From an optimization exercise on the open Yosys and OpenROAD flow, aimed at small area, a short achievable clock period and few clock cycles per item; shortcuts taken in it are not production practice.
In this exercise RTL edits were held to simulation tests only and were not proved equivalent to the original.

run A:
## muldiv_unit
module muldiv_unit #(
    parameter int XLEN = 64
) (
    input  logic            clk,
    input  logic            reset,
    input  logic            start,
    input  logic [2:0]      funct3,
    input  logic [XLEN-1:0] op_a,
    input  logic [XLEN-1:0] op_b,
    input  logic            kill,
    output logic            busy,
    output logic            done,
    output logic [XLEN-1:0] result
);
    localparam int W = 69;   
    logic ph_align, ph_mul, ph_msh, ph_div, ph_corr, ph_fix, ph_done;
    logic [5:0] cnt;
    logic [2:0] fn;
    logic       rsel;       
    logic [1:0] kz;         
    logic       a_neg, b_neg, bzero, corr;
    logic [5:0] lz_a, lz_b;
    logic       special;    
    logic [65:0] H;         
    logic [63:0] L;         
    logic [65:0] A;         
    logic x0_h, x0_l, inv0, c_one;
    logic b0_one, b0_two, b0_neg, b1_one, b1_two, b1_neg;
    logic bsy, busy_r;
    assign bsy    = ph_align | ph_mul | ph_msh | ph_div | ph_corr | ph_fix | ph_done;
    assign busy   = busy_r;
    assign done   = ph_done | (ph_align & special);
    assign result = rsel ? H[63:0] : L;
    wire accept = !bsy && start && !kill;
    function automatic logic [5:0] lzc64(input logic [63:0] x);
        logic [31:0] z1; logic [31:0] c1;
        logic [15:0] z2; logic [1:0] c2 [16];
        logic [7:0]  z3; logic [2:0] c3 [8];
        logic [3:0]  z4; logic [3:0] c4 [4];
        logic [1:0]  z5; logic [4:0] c5 [2];
        logic [5:0] c6;
        for (int g = 0; g < 32; g++) begin
            z1[g] = !x[2*g+1] && !x[2*g];
            c1[g] = !x[2*g+1];
        end
        for (int g = 0; g < 16; g++) begin
            z2[g] = z1[2*g+1] && z1[2*g];
  ...
Size: roughly 240 flip-flops, about 30000 sq um of cells after synthesis.
==> flow/config.mk <==
export PLATFORM = sky130hd
export DESIGN_NAME = muldiv_unit
export DESIGN_NICKNAME = muldiv_unit
export VERILOG_FILES = /design/flow/design.v
export SDC_FILE = /design/flow/constraint.sdc
export NUM_CORES = 4
export LEC_CHECK = 0
export CAP_MARGIN = 20
export CORE_MARGIN = 2
export CORE_UTILIZATION = 55
export PLACE_DENSITY = 0.7
export SETUP_SLACK_MARGIN = 1.5
export SLEW_MARGIN = 20
==> flow/constraint.sdc <==
create_clock -name core_clock -period 6.0 [get_ports {clk}]
set_input_delay 1.2000 -clock core_clock [delete_from_list [all_inputs] [get_ports {clk}]]
set_output_delay 1.2000 -clock core_clock [all_outputs]
set_load 0.01 [all_outputs]
run.sh (not shown) runs the stock make flow with config.mk's settings and CLKGATE_MAP_FILE= SYNTH_SCRIPT=/design/flow/synth_recipe.tcl, a recipe that flattens the netlist after the stock synthesis.
Run A: PASS, flow complete, no timing, DRC or antenna violations
Testbench counts of run A, summed over its fixed seeds: cycles 22,812, ops 1,600.
> inputs changed (run A -> run B)
- removing PLACE_DENSITY (formerly 0.7)
- changing CORE_UTILIZATION from 55 to 40
HPWL after detailed placement went up by a few percent going from run A to run B.
In run B the final cycle utilization of the critical path turned out 1.2 points lower than in run A.
Count of endpoints failing setup in the final report came out exactly the same in run B and run A.
Cmp run B vs run A: met1 layer usage reported by global route lower in run B
Diff run A..run B | number of nets with antenna violations after routing | unchanged
Run B against run A: post-detailed-routing wire length higher; data arrival time of the worst path fell 0.29 ns.
--- input diff run B..run C ---
- TNS_END_PERCENT now 0, previously not set
Notes after the runs:
Changes observed in run C relative to run B: final cell count without fillers level, worst setup slack went down, instance count of the mapped netlist flat, number of levels in the clock H-tree has remained practically unchanged.
Routed length per placed instance delta (run C -> run B): insignificant
STATUS maximum clock skew at final layout: run C wins against run B
In run C the final period demand of the worst path turned out 0.079 ns higher than in run B.
Density: run C sparser than run B

---

The RTL this note starts from:
==> flow/design.v <==
module muldiv_unit #(
    parameter int XLEN = 64
) (
    input  logic            clk,
    input  logic            reset,
    input  logic            start,
    input  logic [2:0]      funct3,
    input  logic [XLEN-1:0] op_a,
    input  logic [XLEN-1:0] op_b,
    input  logic            kill,
    output logic            busy,
    output logic            done,
    output logic [XLEN-1:0] result
);
    localparam int W = 69;   
    logic ph_align, ph_mul, ph_msh, ph_div, ph_corr, ph_fix, ph_done;
    logic [5:0] cnt;
    logic [2:0] fn;
    logic       rsel;       
    logic [1:0] kz;         
    logic       a_neg, b_neg, bzero, corr;
    logic [5:0] lz_a, lz_b;
    logic       special;    
    logic [65:0] H;         
    logic [63:0] L;         
    logic [65:0] A;         
    logic x0_h, x0_l, inv0, c_one;
    logic b0_one, b0_two, b0_neg, b1_one, b1_two, b1_neg;
    logic bsy, busy_r;
    assign bsy    = ph_align | ph_mul | ph_msh | ph_div | ph_corr | ph_fix | ph_done;
    assign busy   = busy_r;
    assign done   = ph_done | (ph_align & special);
    assign result = rsel ? H[63:0] : L;
    wire accept = !bsy && start && !kill;
    function automatic logic [5:0] lzc64(input logic [63:0] x);
        logic [31:0] z1; logic [31:0] c1;
        logic [15:0] z2; logic [1:0] c2 [16];
        logic [7:0]  z3; logic [2:0] c3 [8];
        logic [3:0]  z4; logic [3:0] c4 [4];
        logic [1:0]  z5; logic [4:0] c5 [2];
        logic [5:0] c6;
        for (int g = 0; g < 32; g++) begin
            z1[g] = !x[2*g+1] && !x[2*g];
            c1[g] = !x[2*g+1];
        end
        for (int g = 0; g < 16; g++) begin
            z2[g] = z1[2*g+1] && z1[2*g];
            c2[g] = z1[2*g+1] ? {1'b1, c1[2*g]} : {1'b0, c1[2*g+1]};
        end
        for (int g = 0; g < 8; g++) begin
            z3[g] = z2[2*g+1] && z2[2*g];
            c3[g] = z2[2*g+1] ? {1'b1, c2[2*g]} : {1'b0, c2[2*g+1]};
        end
        for (int g = 0; g < 4; g++) begin
            z4[g] = z3[2*g+1] && z3[2*g];
            c4[g] = z3[2*g+1] ? {1'b1, c3[2*g]} : {1'b0, c3[2*g+1]};
        end
        for (int g = 0; g < 2; g++) begin
            z5[g] = z4[2*g+1] && z4[2*g];
            c5[g] = z4[2*g+1] ? {1'b1, c4[2*g]} : {1'b0, c4[2*g+1]};
        end
        c6 = z5[1] ? {1'b1, c5[0]} : {1'b0, c5[1]};
        lzc64 = c6;
    endfunction
    function automatic logic [2:0] booth(input logic [2:0] g);
        booth = {g[1] ^ g[0], (g == 3'b011) || (g == 3'b100), g[2] && !(g[1] && g[0])};
    endfunction
    logic [W-1:0] A_ext, H_ext, X0, X1, X2, S, C, T;
    logic [W:0]   T_ext;
    always_comb begin
        A_ext = {{(W-66){A[65]}}, A};
        H_ext = {{(W-66){H[65]}}, H};
        X0 = (x0_h ? H_ext : '0) | (x0_l ? {{(W-64){1'b0}}, L} : '0);
        X0 = X0 ^ {W{inv0}};
        X1 = (b0_one ? A_ext : '0) | (b0_two ? {A_ext[W-2:0], 1'b0} : '0);
        X1 = X1 ^ {W{b0_neg}};
        X2 = (b1_one ? A_ext : '0) | (b1_two ? {A_ext[W-2:0], 1'b0} : '0);
        X2 = X2 ^ {W{b1_neg}};
        X2 = {X2[W-3:0], b1_neg, b0_neg};
        S = X0 ^ X1 ^ X2;
        C = {(X0[W-2:0] & X1[W-2:0]) | (X0[W-2:0] & X2[W-2:0]) | (X1[W-2:0] & X2[W-2:0]), b1_neg};
        T_ext = {S, 1'b1} + {C, b1_neg | c_one};
        T = T_ext[W:1];
    end
    wire qbit = !T[W-1];    
    logic [6:0] s_full;
    logic [5:0] sft;
    always_comb begin
        s_full  = {1'b0, lz_b} - {1'b0, lz_a} + {6'd0, a_neg};
        sft     = s_full[5:0];
        special = s_full[6] || bzero;
    end
    logic n_align, n_mul, n_msh, n_div, n_corr, n_fix, n_done;
    always_comb begin
        n_align = 1'b0; n_mul = 1'b0; n_msh = 1'b0; n_div = 1'b0;
        n_corr  = 1'b0; n_fix   = 1'b0; n_done = 1'b0;
        if (!bsy) begin
            n_align = funct3[2];
            n_mul   = !funct3[2];
        end
        if (ph_align) begin
            n_div  = !special;
        end
        if (ph_mul) begin
            n_mul  = cnt != 6'd0 && !(cnt[1:0] == 2'b00 && cnt[3:2] <= kz);
            n_msh  = cnt != 6'd0 &&  (cnt[1:0] == 2'b00 && cnt[3:2] <= kz);
            n_done = cnt == 6'd0 && !corr;
            n_fix  = cnt == 6'd0 && corr;
        end
        if (ph_msh) begin
            n_msh  = cnt[3:2] != 2'd0;
            n_done = cnt[3:2] == 2'd0 && !corr;
            n_fix  = cnt[3:2] == 2'd0 && corr;
        end
        if (ph_div) begin
            n_div  = cnt != 6'd0;
            if (cnt == 6'd0) begin
                if (fn[1]) begin
                    n_fix  = qbit && a_neg;
                    n_done = qbit && !a_neg;
                    n_corr = !qbit;
                end else begin
                    n_fix  = a_neg ^ b_neg;
                    n_done = !(a_neg ^ b_neg);
                end
            end
        end
        if (ph_corr) begin
            n_fix  = a_neg;
            n_done = !a_neg;
        end
        if (ph_fix)  n_done = 1'b1;
    end
    always_ff @(posedge clk or negedge reset) begin
        if (!reset) begin
            busy_r   <= 1'b0;
            ph_align <= 1'b0;
            ph_mul   <= 1'b0;
            ph_msh   <= 1'b0;
            ph_div   <= 1'b0;
            ph_corr  <= 1'b0;
            ph_fix   <= 1'b0;
            ph_done  <= 1'b0;
        end else begin
            if ((!bsy && !(start && !kill)) || (bsy && kill && !done) || done) begin
                busy_r   <= 1'b0;
                ph_align <= 1'b0;
                ph_mul   <= 1'b0;
                ph_msh   <= 1'b0;
                ph_div   <= 1'b0;
                ph_corr  <= 1'b0;
                ph_fix   <= 1'b0;
                ph_done  <= 1'b0;
            end else begin
                busy_r   <= 1'b1;
                ph_align <= n_align;
                ph_mul   <= n_mul;
                ph_msh   <= n_msh;
                ph_div   <= n_div;
                ph_corr  <= n_corr;
                ph_fix   <= n_fix;
                ph_done  <= n_done;
            end
        end
    end
    always_ff @(posedge clk) begin
        x0_h   <= 1'b1;
        x0_l   <= 1'b0;
        inv0   <= 1'b0;
        c_one  <= 1'b0;
        {b0_one, b0_two, b0_neg} <= 3'b000;
        {b1_one, b1_two, b1_neg} <= 3'b000;
        if (n_mul) begin
            if (!bsy) begin
                x0_h <= 1'b0;
                {b0_one, b0_two, b0_neg} <= booth({op_a[1:0], 1'b0});
                {b1_one, b1_two, b1_neg} <= booth(op_a[3:1]);
            end else begin
                {b0_one, b0_two, b0_neg} <= booth(L[5:3]);
                {b1_one, b1_two, b1_neg} <= booth(L[7:5]);
            end
        end
        if (n_align) begin
            inv0  <= !funct3[0] && op_a[63];
            c_one <= !funct3[0] && op_a[63];
        end
        if (n_div) begin
            b0_one <= 1'b1;
            b0_neg <= (ph_div ? qbit : 1'b1) ^ b_neg;
        end
        if (n_corr) begin
            b0_one <= 1'b1;
            b0_neg <= b_neg;
        end
        if (n_fix) begin
            if (!fn[2]) begin
                b0_one <= 1'b1;
            end else if (fn[1]) begin
                inv0  <= 1'b1;
                c_one <= 1'b1;
            end else begin
                x0_h  <= 1'b0;
                x0_l  <= 1'b1;
                inv0  <= 1'b1;
                c_one <= 1'b1;
            end
        end
    end
    always_ff @(posedge clk) begin
        if (!bsy) begin
            fn    <= funct3;
            rsel  <= funct3[2] ? funct3[1] : (funct3[1:0] != 2'b00);
            a_neg <= funct3[2] && !funct3[0] && op_a[63];
            b_neg <= funct3[2] && !funct3[0] && op_b[63];
            bzero <= (op_b == '0);
            corr  <= (funct3 == 3'b011) && op_a[63];
            cnt   <= 6'd15;
            kz    <= (op_a[63:15] == '0 || op_a[63:15] == '1) ? 2'd3 :
                     (op_a[63:31] == '0 || op_a[63:31] == '1) ? 2'd2 :
                     (op_a[63:47] == '0 || op_a[63:47] == '1) ? 2'd1 : 2'd0;
            lz_a  <= lzc64(op_a ^ {64{!funct3[0] && op_a[63]}});
            lz_b  <= lzc64(op_b ^ {64{!funct3[0] && op_b[63]}});
            H <= {{2{!funct3[0] && op_a[63]}}, op_a};
            if (funct3[2]) begin
                A <= {{2{!funct3[0] && op_b[63]}}, op_b};
                L <= {64{op_b == '0}};
            end else begin
                A <= {{2{(funct3 == 3'b001) && op_b[63]}}, op_b};
                L <= op_a;
            end
        end else begin
            H <= ph_mul ? {T[W-1], T[W-1:4]} : ph_msh ? {{16{H[65]}}, H[65:16]} : T[65:0];
            if (ph_align) begin
                cnt <= sft;
                A   <= A << sft;
            end
            if (ph_mul) begin
                L   <= {T[3:0], L[63:4]};
                cnt <= cnt - 1'b1;
            end
            if (ph_msh) begin
                L   <= {H[15:0], L[63:16]};
                cnt <= cnt - 6'd4;
            end
            if (ph_div) begin
                L   <= {L[62:0], qbit};
                if (cnt != 6'd0) A <= {A[65], A[65:1]};
                cnt <= cnt - 1'b1;
            end
            if (ph_fix) rsel <= 1'b1;
        end
    end
endmodule
clock: 6.0 ns
lec_check: 0
cap_margin: 5
core_margin: 2
core_utilization: 40
setup_slack_margin: 1.5
slew_margin: 5
Testbench counts at the start, summed over its fixed seeds: cycles 22,812, ops 1,600.
Change:
Settings changed: CAP_MARGIN 5 to 20, SLEW_MARGIN 5 to 20.
Die area does not change.
Setup slack got worse by 12 ps.
Register-to-register slack barely changes.
Global-route usage hardly moves.
Cell count barely changes.
First-iteration DRC count is lower by about 3.5%.
Cell area is lower by about 0.6%.
Change:
Settings changed: SETUP_SLACK_MARGIN 1.5 to 1.75.
What happened: The changed run went through all stages and came out clean. Design area is higher by 4.1%. Count of clock-buffer cells in the layout is higher by 3. Via count is higher by about 0.9%. Global-route usage is higher by 0.69 points.

[what the ideal ports hide]
In the flow no input, the clock included, has a driving cell. The finished layouts below were timed again as built, in two steps.
Step 1: set_driving_cell puts a clkbuf_16 on clk and a buf_2 on each other input, an assumption about the parent block.
Step 2 moves the port delays by t, midway between the first and last clock arrival at a register: inputs arrive t later, outputs are due t later. That takes back most of the time a late clock gives input paths.
Slacks: no drivers / after step 1 / after step 2; pairs: no drivers / after step 1.
run	shift t [ns]	setup slack, ns	worst hold slack (ns)	slew at the worst register clock pin (ns)
run A	0.663	1.312 / 1.312 / 1.018	0.493 / 0.493 / 0.493	0.07 / 0.07
run B	0.637	1.383 / 1.383 / 1.067	0.494 / 0.494 / 0.494	0.08 / 0.08
run C	0.643	1.304 / 1.304 / 1.065	0.494 / 0.494 / 0.494	0.08 / 0.08
the first run of note 2	0.665	1.522 / 1.522 / 1.242	0.494 / 0.494 / 0.494	0.07 / 0.07
the second run of note 2	0.665	1.510 / 1.510 / 1.118	0.492 / 0.492 / 0.492	0.07 / 0.07
the third run of note 2	0.654	1.643 / 1.643 / 1.314	0.502 / 0.502 / 0.502	0.07 / 0.07
After both steps setup and hold are still met in every run listed. For the second run of note 2, which loses most, drivers alone change the setup slack by 0.000 ns; drivers and shift together by -0.392 ns.
